Source: an optimization exercise on an open RTL-to-GDS flow (aim: small area and few clock cycles). Production flows keep margins and buffers that such runs may drop.
Only simulation tests tie the RTL to the original design; equivalence was not proved.

### flow/flow/run.sh
#!/bin/bash
set -euo pipefail
WORK=$(pwd)
bash "$WORK/standard.sh" "BUFFER_PORTS_ARGS=-buffer_cell sky130_fd_sc_hd__buf_1" finish > "$WORK/orfs_make.log" 2>&1
test -s "$WORK/out/final.def"
### flow/standard.sh
#!/bin/bash
# synth_recipe.tcl (not shown) runs the flow's synth.tcl, then flattens the netlist and writes it again
# the make line also repeats each setting of config.mk as NAME=value (left out here)
make -C /OpenROAD-flow-scripts/flow DESIGN_CONFIG=/design/flow/config.mk WORK_HOME=/design/flow/orfs CLKGATE_MAP_FILE= SYNTH_SCRIPT=/design/flow/synth_recipe.tcl "${@:-finish}"
### flow/config.mk
export PLATFORM = sky130hd
export DESIGN_NAME = rgb_led_blink_breathe_driver
export DESIGN_NICKNAME = rgb_led_blink_breathe_driver
export VERILOG_FILES = /design/flow/design.v
export SDC_FILE = /design/flow/constraint.sdc
export NUM_CORES = 4
export LEC_CHECK = 0
export ABC_AREA = 1
export CAP_MARGIN = 20
export CORE_MARGIN = 2
export CORE_UTILIZATION = 40
export SLEW_MARGIN = 20
### flow/constraint.sdc
create_clock -name core_clock -period 6.0 [get_ports {clk}]
set_input_delay 1.2000 -clock core_clock [delete_from_list [all_inputs] [get_ports {clk}]]
set_output_delay 1.2000 -clock core_clock [all_outputs]
set_load 0.01 [all_outputs]
### flow/design.v
`timescale 1ns / 1ps
module rgbd_add16
(
    input  logic [15:0] a,
    input  logic [15:0] b,
    input  logic        cin,
    output logic [15:0] s,
    output logic        cout
);
    wire [15:0] g, p;
    assign g = a & b;
    assign p = a ^ b;
    wire G0 = g[0] | (p[0] & cin);
    wire G1 = g[1] | (p[1] & G0);
    wire P1 = p[1] & p[0];
    wire G2 = g[3] | (p[3] & g[2]);
    wire P2 = p[3] & p[2];
    wire G3 = g[5] | (p[5] & g[4]);
    wire P3 = p[5] & p[4];
    wire G4 = g[7] | (p[7] & g[6]);
    wire P4 = p[7] & p[6];
    wire G5 = g[9] | (p[9] & g[8]);
    wire P5 = p[9] & p[8];
    wire G6 = g[11] | (p[11] & g[10]);
    wire P6 = p[11] & p[10];
    wire G7 = g[13] | (p[13] & g[12]);
    wire P7 = p[13] & p[12];
    wire G8 = g[15] | (p[15] & g[14]);
    wire P8 = p[15] & p[14];
    wire G9 = G2 | (P2 & G1);
    wire P9 = P2 & P1;
    wire G10 = G4 | (P4 & G3);
    wire P10 = P4 & P3;
    wire G11 = G6 | (P6 & G5);
    wire P11 = P6 & P5;
    wire G12 = G8 | (P8 & G7);
    wire P12 = P8 & P7;
    wire G13 = G10 | (P10 & G9);
    wire P13 = P10 & P9;
    wire G14 = G12 | (P12 & G11);
    wire P14 = P12 & P11;
    wire G15 = G14 | (P14 & G13);
    wire P15 = P14 & P13;
    wire G16 = G11 | (P11 & G13);
    wire P16 = P11 & P13;
    wire G17 = G3 | (P3 & G9);
    wire P17 = P3 & P9;
    wire G18 = G5 | (P5 & G13);
    wire P18 = P5 & P13;
    wire G19 = G7 | (P7 & G16);
    wire P19 = P7 & P16;
    wire G20 = g[2] | (p[2] & G1);
    wire P20 = p[2] & P1;
    wire G21 = g[4] | (p[4] & G9);
    wire P21 = p[4] & P9;
    wire G22 = g[6] | (p[6] & G17);
    wire P22 = p[6] & P17;
    wire G23 = g[8] | (p[8] & G13);
    wire P23 = p[8] & P13;
    wire G24 = g[10] | (p[10] & G18);
    wire P24 = p[10] & P18;
    wire G25 = g[12] | (p[12] & G16);
    wire P25 = p[12] & P16;
    wire G26 = g[14] | (p[14] & G19);
    wire P26 = p[14] & P19;
    assign s[0] = p[0] ^ cin;
    assign s[1] = p[1] ^ G0;
    assign s[2] = p[2] ^ G1;
    assign s[3] = p[3] ^ G20;
    assign s[4] = p[4] ^ G9;
    assign s[5] = p[5] ^ G21;
    assign s[6] = p[6] ^ G17;
    assign s[7] = p[7] ^ G22;
    assign s[8] = p[8] ^ G13;
    assign s[9] = p[9] ^ G23;
    assign s[10] = p[10] ^ G18;
    assign s[11] = p[11] ^ G24;
    assign s[12] = p[12] ^ G16;
    assign s[13] = p[13] ^ G25;
    assign s[14] = p[14] ^ G19;
    assign s[15] = p[15] ^ G26;
    assign cout = G15;
endmodule
module rgbd_add5
(
    input  logic [4:0] a,
    input  logic [4:0] b,
    input  logic        cin,
    output logic [4:0] s,
    output logic        cout
);
    wire [4:0] g, p;
    assign g = a & b;
    assign p = a ^ b;
    wire G0 = g[0] | (p[0] & cin);
    wire G1 = g[1] | (p[1] & G0);
    wire P1 = p[1] & p[0];
    wire G2 = g[3] | (p[3] & g[2]);
    wire P2 = p[3] & p[2];
    wire G3 = G2 | (P2 & G1);
    wire P3 = P2 & P1;
    wire G4 = g[2] | (p[2] & G1);
    wire P4 = p[2] & P1;
    wire G5 = g[4] | (p[4] & G3);
    wire P5 = p[4] & P3;
    assign s[0] = p[0] ^ cin;
    assign s[1] = p[1] ^ G0;
    assign s[2] = p[2] ^ G1;
    assign s[3] = p[3] ^ G4;
    assign s[4] = p[4] ^ G3;
    assign cout = G5;
endmodule
module rgbd_add6
(
    input  logic [5:0] a,
    input  logic [5:0] b,
    input  logic        cin,
    output logic [5:0] s,
    output logic        cout
);
    wire [5:0] g, p;
    assign g = a & b;
    assign p = a ^ b;
    wire G0 = g[0] | (p[0] & cin);
    wire G1 = g[1] | (p[1] & G0);
    wire P1 = p[1] & p[0];
    wire G2 = g[3] | (p[3] & g[2]);
    wire P2 = p[3] & p[2];
    wire G3 = g[5] | (p[5] & g[4]);
    wire P3 = p[5] & p[4];
    wire G4 = G2 | (P2 & G1);
    wire P4 = P2 & P1;
    wire G5 = G3 | (P3 & G4);
    wire P5 = P3 & P4;
    wire G6 = g[2] | (p[2] & G1);
    wire P6 = p[2] & P1;
    wire G7 = g[4] | (p[4] & G4);
    wire P7 = p[4] & P4;
    assign s[0] = p[0] ^ cin;
    assign s[1] = p[1] ^ G0;
    assign s[2] = p[2] ^ G1;
    assign s[3] = p[3] ^ G6;
    assign s[4] = p[4] ^ G4;
    assign s[5] = p[5] ^ G7;
    assign cout = G5;
endmodule
`timescale 1ns / 1ps
module rgbd_front
(
    input  logic        clk,
    input  logic        rst_n,
    input  logic        en,          
    input  logic        cmd_valid,
    output logic        cmd_ready,
    input  logic [1:0]  cmd_func,
    input  logic [23:0] cmd_colour,
    input  logic        cfg_valid,
    input  logic        cfg_addr,
    input  logic [15:0] cfg_data,
    output logic        produce,     
    output logic        show_wave,   
    output logic [7:0]  next_idx,    
    output logic [20:0] half_base    
);
    localparam logic [1:0] FUNC_TICK  = 2'd0;
    localparam logic [1:0] FUNC_SET   = 2'd1;
    localparam logic [1:0] FUNC_BLINK = 2'd2;
    localparam logic [1:0] FUNC_PULSE = 2'd3;
    logic [15:0] blink_time_reg;
    logic [15:0] pulse_step_reg;
    logic        blink_on_reg;
    logic        pulse_on_reg;
    logic        stale_reg;
    logic [15:0] acc_reg;
    logic [20:0] half_base_reg;
    logic [15:0] acc_sum;
    logic [15:0] acc_sum2;
    logic        accept;
    logic        blink_end;
    logic        colour_zero;
    assign cmd_ready   = en && !stale_reg;
    assign accept      = cmd_valid && cmd_ready;
        rgbd_add16 u_add_step (
        .a    (acc_reg),
        .b    (blink_on_reg ? 16'd1 : pulse_step_reg),
        .cin  (1'b0),
        .s    (acc_sum),
        .cout ()
    );
    rgbd_add16 u_add_step2 (
        .a    (acc_reg),
        .b    ({pulse_step_reg[14:0], 1'b0}),
        .cin  (1'b0),
        .s    (acc_sum2),
        .cout ()
    );
    always_comb
    begin
        logic c;
        c = 1'b1;
        for (int i = 0; i < 16; i++)
            c = (acc_sum[i] & ~blink_time_reg[i]) | (c & (acc_sum[i] | ~blink_time_reg[i]));
        blink_end = c;
    end
    assign colour_zero = (cmd_colour == 24'd0);
    assign half_base   = half_base_reg;
    always_comb
    begin
        produce   = 1'b0;
        show_wave = 1'b0;
        next_idx  = acc_sum[15:8];
        if (accept)
        begin
            case (cmd_func)
                FUNC_TICK:
                begin
                    produce   = blink_on_reg ? blink_end : pulse_on_reg;
                    show_wave = !blink_on_reg;
                    next_idx  = acc_sum2[15:8];
                end
                FUNC_PULSE:
                begin
                    produce   = colour_zero;
                    next_idx  = {~pulse_step_reg[15], pulse_step_reg[14:8]};
                end
                default:
                    produce   = 1'b1;
            endcase
        end
    end
    always_ff @(posedge clk or negedge rst_n)
    begin
        if (!rst_n)
        begin
            blink_time_reg <= 16'd200;
            pulse_step_reg <= 16'd33;
            stale_reg      <= 1'b0;
        end
        else
        begin
            if (cfg_valid)
            begin
                if (cfg_addr) pulse_step_reg <= cfg_data;
                else          blink_time_reg <= cfg_data;
            end
            stale_reg <= cfg_valid && cfg_addr;
        end
    end
    always_ff @(posedge clk or negedge rst_n)
    begin
        if (!rst_n)
        begin
            blink_on_reg <= 1'b0;
            pulse_on_reg <= 1'b0;
        end
        else if (accept)
        begin
            case (cmd_func)
                FUNC_TICK:
                    if (blink_on_reg && blink_end) blink_on_reg <= 1'b0;
                FUNC_SET:
                    ;
                FUNC_BLINK:
                begin
                    blink_on_reg <= 1'b1;
                    pulse_on_reg <= 1'b0;
                end
                default:
                begin
                    blink_on_reg <= 1'b0;
                    pulse_on_reg <= !colour_zero;
                end
            endcase
        end
    end
    always_ff @(posedge clk)
    begin
        if (accept)
        begin
            case (cmd_func)
                FUNC_TICK:  acc_reg <= acc_sum;
                FUNC_SET:   ;
                FUNC_BLINK: acc_reg <= 16'h0000;
                default:    acc_reg <= 16'h8000;
            endcase
            if (cmd_func == FUNC_PULSE)
                half_base_reg <= {cmd_colour[23:17], cmd_colour[15:9], cmd_colour[7:1]};
        end
    end
endmodule
`timescale 1ns / 1ps
module rgbd_back
(
    input  logic [6:0]  h,       
    input  logic [13:0] w,       
    input  logic [15:0] w3,      
    input  logic        neg,     
    output logic [7:0]  duty     
);
    wire s1_0 = h[0] & ~h[1], s2_0 = ~h[0] & h[1], s3_0 = h[0] & h[1];
    wire s1_1 = h[2] & ~h[3], s2_1 = ~h[2] & h[3], s3_1 = h[2] & h[3];
    wire s1_2 = h[4] & ~h[5], s2_2 = ~h[4] & h[5], s3_2 = h[4] & h[5];
    wire [6:0] hx = h ^ {7{neg}};
    wire p0_6 = (s1_0 & w[6]) | (s2_0 & w[5]) | (s3_0 & w3[6]);
    wire p0_7 = (s1_0 & w[7]) | (s2_0 & w[6]) | (s3_0 & w3[7]);
    wire p0_8 = (s1_0 & w[8]) | (s2_0 & w[7]) | (s3_0 & w3[8]);
    wire p0_9 = (s1_0 & w[9]) | (s2_0 & w[8]) | (s3_0 & w3[9]);
    wire p0_10 = (s1_0 & w[10]) | (s2_0 & w[9]) | (s3_0 & w3[10]);
    wire p0_11 = (s1_0 & w[11]) | (s2_0 & w[10]) | (s3_0 & w3[11]);
    wire p0_12 = (s1_0 & w[12]) | (s2_0 & w[11]) | (s3_0 & w3[12]);
    wire p0_13 = (s1_0 & w[13]) | (s2_0 & w[12]) | (s3_0 & w3[13]);
    wire p0_14 = (s2_0 & w[13]) | (s3_0 & w3[14]);
    wire p0_15 = (s3_0 & w3[15]);
    wire p1_4 = (s1_1 & w[4]) | (s2_1 & w[3]) | (s3_1 & w3[4]);
    wire p1_5 = (s1_1 & w[5]) | (s2_1 & w[4]) | (s3_1 & w3[5]);
    wire p1_6 = (s1_1 & w[6]) | (s2_1 & w[5]) | (s3_1 & w3[6]);
    wire p1_7 = (s1_1 & w[7]) | (s2_1 & w[6]) | (s3_1 & w3[7]);
    wire p1_8 = (s1_1 & w[8]) | (s2_1 & w[7]) | (s3_1 & w3[8]);
    wire p1_9 = (s1_1 & w[9]) | (s2_1 & w[8]) | (s3_1 & w3[9]);
    wire p1_10 = (s1_1 & w[10]) | (s2_1 & w[9]) | (s3_1 & w3[10]);
    wire p1_11 = (s1_1 & w[11]) | (s2_1 & w[10]) | (s3_1 & w3[11]);
    wire p1_12 = (s1_1 & w[12]) | (s2_1 & w[11]) | (s3_1 & w3[12]);
    wire p1_13 = (s1_1 & w[13]) | (s2_1 & w[12]) | (s3_1 & w3[13]);
    wire p1_14 = (s2_1 & w[13]) | (s3_1 & w3[14]);
    wire p1_15 = (s3_1 & w3[15]);
    wire p2_2 = (s1_2 & w[2]) | (s2_2 & w[1]) | (s3_2 & w3[2]);
    wire p2_3 = (s1_2 & w[3]) | (s2_2 & w[2]) | (s3_2 & w3[3]);
    wire p2_4 = (s1_2 & w[4]) | (s2_2 & w[3]) | (s3_2 & w3[4]);
    wire p2_5 = (s1_2 & w[5]) | (s2_2 & w[4]) | (s3_2 & w3[5]);
    wire p2_6 = (s1_2 & w[6]) | (s2_2 & w[5]) | (s3_2 & w3[6]);
    wire p2_7 = (s1_2 & w[7]) | (s2_2 & w[6]) | (s3_2 & w3[7]);
    wire p2_8 = (s1_2 & w[8]) | (s2_2 & w[7]) | (s3_2 & w3[8]);
    wire p2_9 = (s1_2 & w[9]) | (s2_2 & w[8]) | (s3_2 & w3[9]);
    wire p2_10 = (s1_2 & w[10]) | (s2_2 & w[9]) | (s3_2 & w3[10]);
    wire p2_11 = (s1_2 & w[11]) | (s2_2 & w[10]) | (s3_2 & w3[11]);
    wire p2_12 = (s1_2 & w[12]) | (s2_2 & w[11]) | (s3_2 & w3[12]);
    wire p2_13 = (s1_2 & w[13]) | (s2_2 & w[12]) | (s3_2 & w3[13]);
    wire p2_14 = (s2_2 & w[13]) | (s3_2 & w3[14]);
    wire p2_15 = (s3_2 & w3[15]);
    wire p3_0 = h[6] & w[0];
    wire p3_1 = h[6] & w[1];
    wire p3_2 = h[6] & w[2];
    wire p3_3 = h[6] & w[3];
    wire p3_4 = h[6] & w[4];
    wire p3_5 = h[6] & w[5];
    wire p3_6 = h[6] & w[6];
    wire p3_7 = h[6] & w[7];
    wire p3_8 = h[6] & w[8];
    wire p3_9 = h[6] & w[9];
    wire p3_10 = h[6] & w[10];
    wire p3_11 = h[6] & w[11];
    wire p3_12 = h[6] & w[12];
    wire p3_13 = h[6] & w[13];
    wire n0 = p0_6 ^ p1_4;
    wire n1 = n0 ^ p2_2;
    wire n2 = (p0_6 & p1_4) | (p2_2 & n0);
    wire n3 = p0_7 ^ p1_5;
    wire n4 = n3 ^ p2_3;
    wire n5 = (p0_7 & p1_5) | (p2_3 & n3);
    wire n6 = p0_8 ^ p1_6;
    wire n7 = n6 ^ p2_4;
    wire n8 = (p0_8 & p1_6) | (p2_4 & n6);
    wire n9 = p0_9 ^ p1_7;
    wire n10 = n9 ^ p2_5;
    wire n11 = (p0_9 & p1_7) | (p2_5 & n9);
    wire n12 = p0_10 ^ p1_8;
    wire n13 = n12 ^ p2_6;
    wire n14 = (p0_10 & p1_8) | (p2_6 & n12);
    wire n15 = p0_11 ^ p1_9;
    wire n16 = n15 ^ p2_7;
    wire n17 = (p0_11 & p1_9) | (p2_7 & n15);
    wire n18 = p0_12 ^ p1_10;
    wire n19 = n18 ^ p2_8;
    wire n20 = (p0_12 & p1_10) | (p2_8 & n18);
    wire n21 = p0_13 ^ p1_11;
    wire n22 = n21 ^ p2_9;
    wire n23 = (p0_13 & p1_11) | (p2_9 & n21);
    wire n24 = p0_14 ^ p1_12;
    wire n25 = n24 ^ p2_10;
    wire n26 = (p0_14 & p1_12) | (p2_10 & n24);
    wire n27 = p0_15 ^ p1_13;
    wire n28 = n27 ^ p2_11;
    wire n29 = (p0_15 & p1_13) | (p2_11 & n27);
    wire n30 = p1_14 ^ p2_12;
    wire n31 = n30 ^ p3_10;
    wire n32 = (p1_14 & p2_12) | (p3_10 & n30);
    wire n33 = p1_15 ^ p2_13;
    wire n34 = n33 ^ p3_11;
    wire n35 = (p1_15 & p2_13) | (p3_11 & n33);
    wire n36 = p2_14 ^ p3_12;
    wire n37 = n36 ^ hx[4];
    wire n38 = (p2_14 & p3_12) | (hx[4] & n36);
    wire n39 = p2_15 ^ p3_13;
    wire n40 = n39 ^ hx[5];
    wire n41 = (p2_15 & p3_13) | (hx[5] & n39);
    wire n42 = p3_0 ^ 1'b1;
    wire n43 = n42 ^ n1;
    wire n44 = (p3_0 & 1'b1) | (n1 & n42);
    wire n45 = p3_1 ^ n2;
    wire n46 = n45 ^ n4;
    wire n47 = (p3_1 & n2) | (n4 & n45);
    wire n48 = p3_2 ^ n5;
    wire n49 = n48 ^ n7;
    wire n50 = (p3_2 & n5) | (n7 & n48);
    wire n51 = p3_3 ^ n8;
    wire n52 = n51 ^ n10;
    wire n53 = (p3_3 & n8) | (n10 & n51);
    wire n54 = p3_4 ^ n11;
    wire n55 = n54 ^ n13;
    wire n56 = (p3_4 & n11) | (n13 & n54);
    wire n57 = p3_5 ^ n14;
    wire n58 = n57 ^ n16;
    wire n59 = (p3_5 & n14) | (n16 & n57);
    wire n60 = p3_6 ^ n17;
    wire n61 = n60 ^ n19;
    wire n62 = (p3_6 & n17) | (n19 & n60);
    wire n63 = p3_7 ^ 1'b1;
    wire n64 = n63 ^ n20;
    wire n65 = (p3_7 & 1'b1) | (n20 & n63);
    wire n66 = p3_8 ^ hx[0];
    wire n67 = n66 ^ n23;
    wire n68 = (p3_8 & hx[0]) | (n23 & n66);
    wire n69 = p3_9 ^ hx[1];
    wire n70 = n69 ^ n26;
    wire n71 = (p3_9 & hx[1]) | (n26 & n69);
    wire n72 = hx[2] ^ n29;
    wire n73 = n72 ^ n31;
    wire n74 = (hx[2] & n29) | (n31 & n72);
    wire n75 = hx[3] ^ n32;
    wire n76 = n75 ^ n34;
    wire n77 = (hx[3] & n32) | (n34 & n75);
    wire n78 = n22 ^ n62;
    wire n79 = n78 ^ n64;
    wire n80 = (n22 & n62) | (n64 & n78);
    wire n81 = n25 ^ n65;
    wire n82 = n81 ^ n67;
    wire n83 = (n25 & n65) | (n67 & n81);
    wire n84 = n28 ^ n68;
    wire n85 = n84 ^ n70;
    wire n86 = (n28 & n68) | (n70 & n84);
    wire n87 = n35 ^ n37;
    wire n88 = n87 ^ n77;
    wire n89 = (n35 & n37) | (n77 & n87);
    wire n90 = n71 ^ n73;
    wire n91 = n90 ^ n86;
    wire n92 = (n71 & n73) | (n86 & n90);
    wire n93 = n38 ^ n40;
    wire n94 = n93 ^ n89;
    wire n95 = (n38 & n40) | (n89 & n93);
    wire n96 = n74 ^ n76;
    wire n97 = n96 ^ n92;
    wire n98 = (n74 & n76) | (n92 & n96);
    wire n99 = hx[6] ^ n41;
    wire n100 = n99 ^ n95;
    wire n101 = (hx[6] & n41) | (n95 & n99);
    wire [15:0] sum;
    rgbd_add16 u_add (
        .a    ({n101, n100, n94, n98, n97, n91, n83, n80, n79, n59, n56, n53, n50, n47, n44, n43}),
        .b    ({neg, 1'b0, 1'b0, n88, 1'b0, 1'b0, n85, n82, 1'b0, n61, n58, n55, n52, n49, n46, 1'b0}),
        .cin  (1'b0),
        .s    (sum),
        .cout ()
    );
    assign duty = sum[15:8] ^ {8{~neg}};
endmodule
module rgbd_slope
(
    input  logic [7:0]  k,       
    output logic [13:0] w,
    output logic [1:0]  c,       
    output logic        neg
);
    function automatic logic [15:0] slope_rom(input logic [6:0] j);
        case (j)
            7'd0  : slope_rom = 16'd49136;
            7'd1  : slope_rom = 16'd49136;
            7'd2  : slope_rom = 16'd49136;
            7'd3  : slope_rom = 16'd49104;
            7'd4  : slope_rom = 16'd49072;
            7'd5  : slope_rom = 16'd49028;
            7'd6  : slope_rom = 16'd48976;
            7'd7  : slope_rom = 16'd65293;
            7'd8  : slope_rom = 16'd48837;
            7'd9  : slope_rom = 16'd15984;
            7'd10 : slope_rom = 16'd15893;
            7'd11 : slope_rom = 16'd64943;
            7'd12 : slope_rom = 16'd32063;
            7'd13 : slope_rom = 16'd15556;
            7'd14 : slope_rom = 16'd15425;
            7'd15 : slope_rom = 16'd48053;
            7'd16 : slope_rom = 16'd64287;
            7'd17 : slope_rom = 16'd14978;
            7'd18 : slope_rom = 16'd63962;
            7'd19 : slope_rom = 16'd14634;
            7'd20 : slope_rom = 16'd14448;
            7'd21 : slope_rom = 16'd47024;
            7'd22 : slope_rom = 16'd46802;
            7'd23 : slope_rom = 16'd13842;
            7'd24 : slope_rom = 16'd30006;
            7'd25 : slope_rom = 16'd13395;
            7'd26 : slope_rom = 16'd45929;
            7'd27 : slope_rom = 16'd12916;
            7'd28 : slope_rom = 16'd61815;
            7'd29 : slope_rom = 16'd28790;
            7'd30 : slope_rom = 16'd61291;
            7'd31 : slope_rom = 16'd28248;
            7'd32 : slope_rom = 16'd11584;
            7'd33 : slope_rom = 16'd11298;
            7'd34 : slope_rom = 16'd60154;
            7'd35 : slope_rom = 16'd59854;
            7'd36 : slope_rom = 16'd26776;
            7'd37 : slope_rom = 16'd59230;
            7'd38 : slope_rom = 16'd26143;
            7'd39 : slope_rom = 16'd25815;
            7'd40 : slope_rom = 16'd41875;
            7'd41 : slope_rom = 16'd25147;
            7'd42 : slope_rom = 16'd8423;
            7'd43 : slope_rom = 16'd57227;
            7'd44 : slope_rom = 16'd7722;
            7'd45 : slope_rom = 16'd7366;
            7'd46 : slope_rom = 16'd56157;
            7'd47 : slope_rom = 16'd55791;
            7'd48 : slope_rom = 16'd22654;
            7'd49 : slope_rom = 16'd55052;
            7'd50 : slope_rom = 16'd54668;
            7'd51 : slope_rom = 16'd5140;
            7'd52 : slope_rom = 16'd4756;
            7'd53 : slope_rom = 16'd4372;
            7'd54 : slope_rom = 16'd53132;
            7'd55 : slope_rom = 16'd3588;
            7'd56 : slope_rom = 16'd19580;
            7'd57 : slope_rom = 16'd35568;
            7'd58 : slope_rom = 16'd35168;
            7'd59 : slope_rom = 16'd34773;
            7'd60 : slope_rom = 16'd1605;
            7'd61 : slope_rom = 16'd1205;
            7'd62 : slope_rom = 16'd33571;
            7'd63 : slope_rom = 16'd33170;
            7'd64 : slope_rom = 16'd18;
            default: slope_rom = 16'd0;
        endcase
    endfunction
    logic [6:0] j;
    assign j   = k[6] ? 7'd64 - {1'b0, k[5:0]} : {1'b0, k[5:0]};
    assign neg = k[7] ^ k[6];
    assign {c, w} = slope_rom(j);
endmodule
`timescale 1ns / 1ps
module rgb_led_blink_breathe_driver
(
    input  logic       clk,
    input  logic       rst_n,
    input  logic       cmd_valid,
    output logic       cmd_ready,
    input  logic [1:0] cmd_func,
    input  logic [7:0] cmd_red,
    input  logic [7:0] cmd_green,
    input  logic [7:0] cmd_blue,
    input  logic        cfg_valid,
    output logic        cfg_ready,
    input  logic        cfg_addr,
    input  logic [15:0] cfg_data,
    output logic       led_valid,
    input  logic       led_ready,
    output logic [7:0] led_duty_red,
    output logic [7:0] led_duty_green,
    output logic [7:0] led_duty_blue
);
    logic        en;
    logic [23:0] cmd_colour;
    logic        produce, show_wave;
    logic [7:0]  next_idx;
    logic [20:0] half_base;
    logic [14-1:0] slope;
    logic [1:0]  slope_c;
    logic [1:0]  slope_c_reg;
    logic        neg;
    logic [14-1:0] slope_reg;
    logic [14+1:0] slope3;
    logic        neg_reg;
    logic [2:0][7:0] wave_duty;
    logic [23:0] duty_next;
    logic        out_v_reg;
    logic [23:0] duty_reg;
    assign en         = !out_v_reg || led_ready;
    assign cfg_ready  = 1'b1;
    assign cmd_colour = {cmd_blue, cmd_green, cmd_red};
    rgbd_front u_front (
        .clk        (clk),
        .rst_n      (rst_n),
        .en         (en),
        .cmd_valid  (cmd_valid),
        .cmd_ready  (cmd_ready),
        .cmd_func   (cmd_func),
        .cmd_colour (cmd_colour),
        .cfg_valid  (cfg_valid),
        .cfg_addr   (cfg_addr),
        .cfg_data   (cfg_data),
        .produce    (produce),
        .show_wave  (show_wave),
        .next_idx   (next_idx),
        .half_base  (half_base)
    );
    rgbd_slope u_slope (
        .k   (next_idx),
        .w   (slope),
        .c   (slope_c),
        .neg (neg)
    );
    always_ff @(posedge clk)
    begin
        slope_reg <= slope;
        slope_c_reg <= slope_c;
        neg_reg   <= neg;
    end
    rgbd_add5 u_add_slope3_lo (
        .a    (slope_reg[4:0]),
        .b    ({slope_reg[3:0], 1'b0}),
        .cin  (1'b0),
        .s    (slope3[4:0]),
        .cout ()
    );
    rgbd_add5 u_add_slope3_mid (
        .a    (slope_reg[9:5]),
        .b    (slope_reg[8:4]),
        .cin  (slope_c_reg[0]),
        .s    (slope3[9:5]),
        .cout ()
    );
    rgbd_add6 u_add_slope3_hi (
        .a    ({2'd0, slope_reg[13:10]}),
        .b    ({1'd0, slope_reg[13:9]}),
        .cin  (slope_c_reg[1]),
        .s    (slope3[15:10]),
        .cout ()
    );
    for (genvar ch = 0; ch < 3; ch++)
    begin : g_ch
        rgbd_back u_back (
            .h    (half_base[ch*7 +: 7]),
            .w    (slope_reg),
            .w3   (slope3),
            .neg  (neg_reg),
            .duty (wave_duty[ch])
        );
    end
    assign duty_next = show_wave ? wave_duty
                     : (cmd_func == 2'd0) ? 24'hFFFFFF
                     : ~cmd_colour;
    always_ff @(posedge clk or negedge rst_n)
    begin
        if (!rst_n)
            out_v_reg <= 1'b0;
        else if (en)
            out_v_reg <= produce;
    end
    always_ff @(posedge clk)
    begin
        if (en) duty_reg <= duty_next;
    end
    assign led_valid      = out_v_reg;
    assign led_duty_red   = duty_reg[7:0];
    assign led_duty_green = duty_reg[15:8];
    assign led_duty_blue  = duty_reg[23:16];
endmodule
==> out/summary.json <==
{
  "clock_network": {
    "worstSkewPairLatency_ns": 0.42,
    "cts_root_buffer": "sky130_fd_sc_hd__clkbuf_16",
    "cts.sinks": 114,
    "worst_setup_hold_path_clk_slew_ns": 0.06,
    "cts_post_setup_buffers_inserted": 0,
    "cts-hold-fix-buffers": 0,
    "cts_inserted_buffers": 17,
    "clock_tree_buf_depth": 2,
    "htreeDepth": 4,
    "tritoncts": "built"
  },
  "logic_synthesis": {
    "syn-instance-count": 1587,
    "post_synth.cell_area_avg_um2": 8.01,
    "ys_dominant_reg_cell": "sky130_fd_sc_hd__edfxtp_1",
    "post_synth_fa_ha_maj_area_fraction": 0.266,
    "synth_nets": 1833,
    "synth_simple_gate_area_frac": 0.159,
    "synth_top_family_by_area": "adder cells",
    "synth_edf_count": 61,
    "netlist_area_um2": 12700,
    "ys_async_sr_fraction": 0.316,
    "netlist_top_cells_area": "sky130_fd_sc_hd__fa_1 19%, sky130_fd_sc_hd__edfxtp_1 14%, sky130_fd_sc_hd__nand2_1 10%",
    "synth.distinct_cells": 52,
    "synth_seq_cells": 114,
    "synth_compound_gate_area_share": 0.173,
    "synthMuxAreaShare": 0,
    "post_synth_xor_area_fraction": 0.0469,
    "synthDominantAreaCellType": "sky130_fd_sc_hd__fa_1",
    "synth.top_cell.area_share": 0.191,
    "ys_warn_count": 3,
    "synth_seq_area_share": 0.242
  },
  "worst_setup_path": {
    "worst-path-buf-inv": 3,
    "cp.arrival_ns": 5.88,
    "timing.critical_path.to_type": "flop",
    "data_required_time_at_the_worst_endpoint_ns": 6.25,
    "worst_path_max_delay_cell": "sky130_fd_sc_hd__fa_1",
    "cp_max_fo": 13,
    "critical_path.max_stage_delay_ns": 0.68,
    "start_kind": "flop",
    "criticalPathCategory": "flop to flop",
    "crit_path_cell_chain": "buf_4, inv_2, fa_1, fa_1, o22ai_1, a21oi_1, fa_1, inv_1, fa_1, fa_1, fa_1, fa_1, nand3_1, fa_1, or2_2, a32oi_1",
    "crit_family": "adder cells",
    "crit_path_frequent_cell": "sky130_fd_sc_hd__fa_1"
  },
  "sta": {
    "finalHoldViolations": 0,
    "slew_viol_final": 0,
    "timing.final.crit_share": 0.938,
    "rsz0062_at_grt": "no",
    "final_layout_setup_total_negative_slack_ns": 0,
    "post-route-min-period_ns": 5.63,
    "worst_slew_pin_slew_ns": 0.980,
    "timing.max_slew.rel_slack": 0.345,
    "clock_skew_ns": 0.0122,
    "report.final.setup_viol": 0,
    "max_clock_freq_mhz": 178
  },
  "die": {
    "i_o_pins": 75,
    "die_area_um2": 33200,
    "row_count": 65,
    "die_width_um": 182,
    "std_cell_core_area_um2": 31400,
    "die-height_um": 182,
    "initial_core_util": 0.405
  },
  "finish": {
    "drive_gt1_frac": 0.0634,
    "antennaDiodeCount": 0,
    "syn_to_final_growth_pct": 11.0,
    "fin_nets": 1905,
    "final_common_cell": "sky130_fd_sc_hd__nand2_1",
    "layout.cells.most_common_list": "344 x sky130_fd_sc_hd__nand2_1, 292 x sky130_fd_sc_hd__inv_1, 121 x sky130_fd_sc_hd__fa_1",
    "post-route-util": 0.449,
    "number_of_flip_flops_under_the_largest_register_name": 24
  },
  "global_routing": {
    "grt_pass1_vias": 11500,
    "grt_max_degree": 37,
    "grt_pass1_wl_mm": 58.5,
    "grt_antenna_before_repair": 0,
    "grt_remaining_overflow": 0,
    "groute.usage.overall": 0.221
  },
  "route": {
    "num_vias": 11300,
    "drt_pass1_iterations": 5,
    "detailedRoute.firstIterationViolations": 985,
    "post-route-drc-count": 0,
    "via_per_inst": 5.46,
    "routed_wire_length_per_instance_um": 17.0,
    "routed_wl_mm": 35.3,
    "detail-route-antenna-nets": 0
  },
  "worst_hold_path": {
    "hp-class": "flop to flop"
  },
  "place": {
    "routabilityCongestion": 0.929,
    "post-dp-hpwl_mm": 27.3,
    "io_buffers": 73
  },
  "outcome": {
    "status": "timing/DRC/antenna clean"
  },
  "job": {
    "timing.max_cap.violations": 0
  }
}
worst register-to-register path, delay by kind of cell (launching register included):
family / cells / cell delay (ns)
flops: 1 / 0.34
compound gates: 3 / 0.53
simple gates: 2 / 0.43
buf+inv: 3 / 0.47
fa+ha+maj: 8 / 3.68
metal layers:
layer,vias to the layer above,GRT usage,part of all wire,wire length [µm]
met5,-,0,0,0
met4,0,0.0923,0.036,1280
met2,464,0.376,0.49,17200
li1,5378,-,-,-
met1,5372,0.278,0.42,14700
met3,103,0.0371,0.059,2090
worst paths after layout:
check                                             end                       start  cells after the start  slack [ns]
max                                      duty_reg[13]               slope_reg[10]                     16        0.37
max in group asynchronous  u_front.pulse_step_reg[14]                       rst_n                      1        4.53
min                        u_front.blink_time_reg[10]  u_front.blink_time_reg[10]                      2        0.48
max reg2reg                              duty_reg[13]               slope_reg[10]                     16        0.37
min in group asynchronous   u_front.pulse_step_reg[4]                       rst_n                      1        0.90
min reg2reg                u_front.blink_time_reg[10]  u_front.blink_time_reg[10]                      2        0.48
synth_stat cells, types with 10 or more instances:
| cell type | instances |
|---|---|
| sky130_fd_sc_hd__o22ai_1 | 42 |
| sky130_fd_sc_hd__o21ai_0 | 78 |
| sky130_fd_sc_hd__xnor2_1 | 25 |
| sky130_fd_sc_hd__xor2_1 | 43 |
| sky130_fd_sc_hd__clkbuf_1 | 31 |
| sky130_fd_sc_hd__dfrtp_1 | 31 |
| sky130_fd_sc_hd__o21ai_1 | 12 |
| sky130_fd_sc_hd__clkinv_1 | 10 |
| sky130_fd_sc_hd__a21oi_1 | 74 |
| sky130_fd_sc_hd__edfxtp_1 | 61 |
| sky130_fd_sc_hd__dfxtp_1 | 17 |
| sky130_fd_sc_hd__inv_2 | 12 |
| sky130_fd_sc_hd__o221ai_1 | 65 |
| sky130_fd_sc_hd__buf_2 | 12 |
| sky130_fd_sc_hd__nand2_1 | 345 |
| sky130_fd_sc_hd__inv_1 | 292 |
| sky130_fd_sc_hd__nor2_1 | 70 |
| sky130_fd_sc_hd__nand3_1 | 40 |
| sky130_fd_sc_hd__a31oi_1 | 11 |
| sky130_fd_sc_hd__a22oi_1 | 21 |
| sky130_fd_sc_hd__fa_1 | 121 |
| sky130_fd_sc_hd__ha_1 | 77 |
kinds of logic (layout without fill, tap and decap cells):
family	Yosys count	after routing
compound gates	342	342
buf+inv	369	454
fa+ha+maj	198	198
other cells	1	1
flops	114	114
simple gates	495	495
xor+xnor	68	68
stage by stage:
step / worst slack (ns) / instances / instance area [µm²] / hold slack [ns]
after floorplan: 0.658 / 1587 / 12700 / 0.453
after detailed placement: 0.380 / 2042 / 13500 / 0.474
after global routing: 0.00748 / 2074 / 14100 / 0.523
final: 0.370 / 2074 / 14100 / 0.483
after global placement: 0.417 / 2042 / 13500 / 0.473
after CTS: 0.355 / 2074 / 14100 / 0.488
cell type report:
cell class / instances / area (µm²)
clock buffers: 25 / 539
clock inverters: 7 / 41.3
fillers: 3070 / 17300
inverters: 314 / 1180
multi-input cells: 1104 / 8220
flip-flops and latches: 114 / 3080
well taps: 402 / 503
repair buffers: 108 / 538
repair_timing:
item	4_1_cts	5_1_grt
endpoints found under the setup margin	0	4
hold endpoints to repair	0	0
resized for setup	0	1
Testbench counts, summed over its fixed seeds: cycles 20,208.

re-timing with driven ports:
In the flow no input, the clock included, has a driving cell. The finished layout below was timed again as built, in two steps. Step 1, drivers: a clkbuf_16 drives clk and a buf_2 each remaining input, both assumed. Step 2, shift: input delay + t, output delay - t, t = (earliest + latest rising clock arrival at the registers) / 2. This alone moves slack from input paths to output paths. a / b / c = ideal ports / drivers / drivers and shift; a / b = the first two.
t (ns): 0.466
slack for setup (ns): 0.370 / 0.370 / 0.370
worst hold slack (ns): 0.483 / 0.483 / 0.483
cell pins on the clock port's net: 1
After both steps setup and hold are still met in this run. For this run, drivers alone change the setup slack by 0.000 ns; drivers and shift together by 0.000 ns.
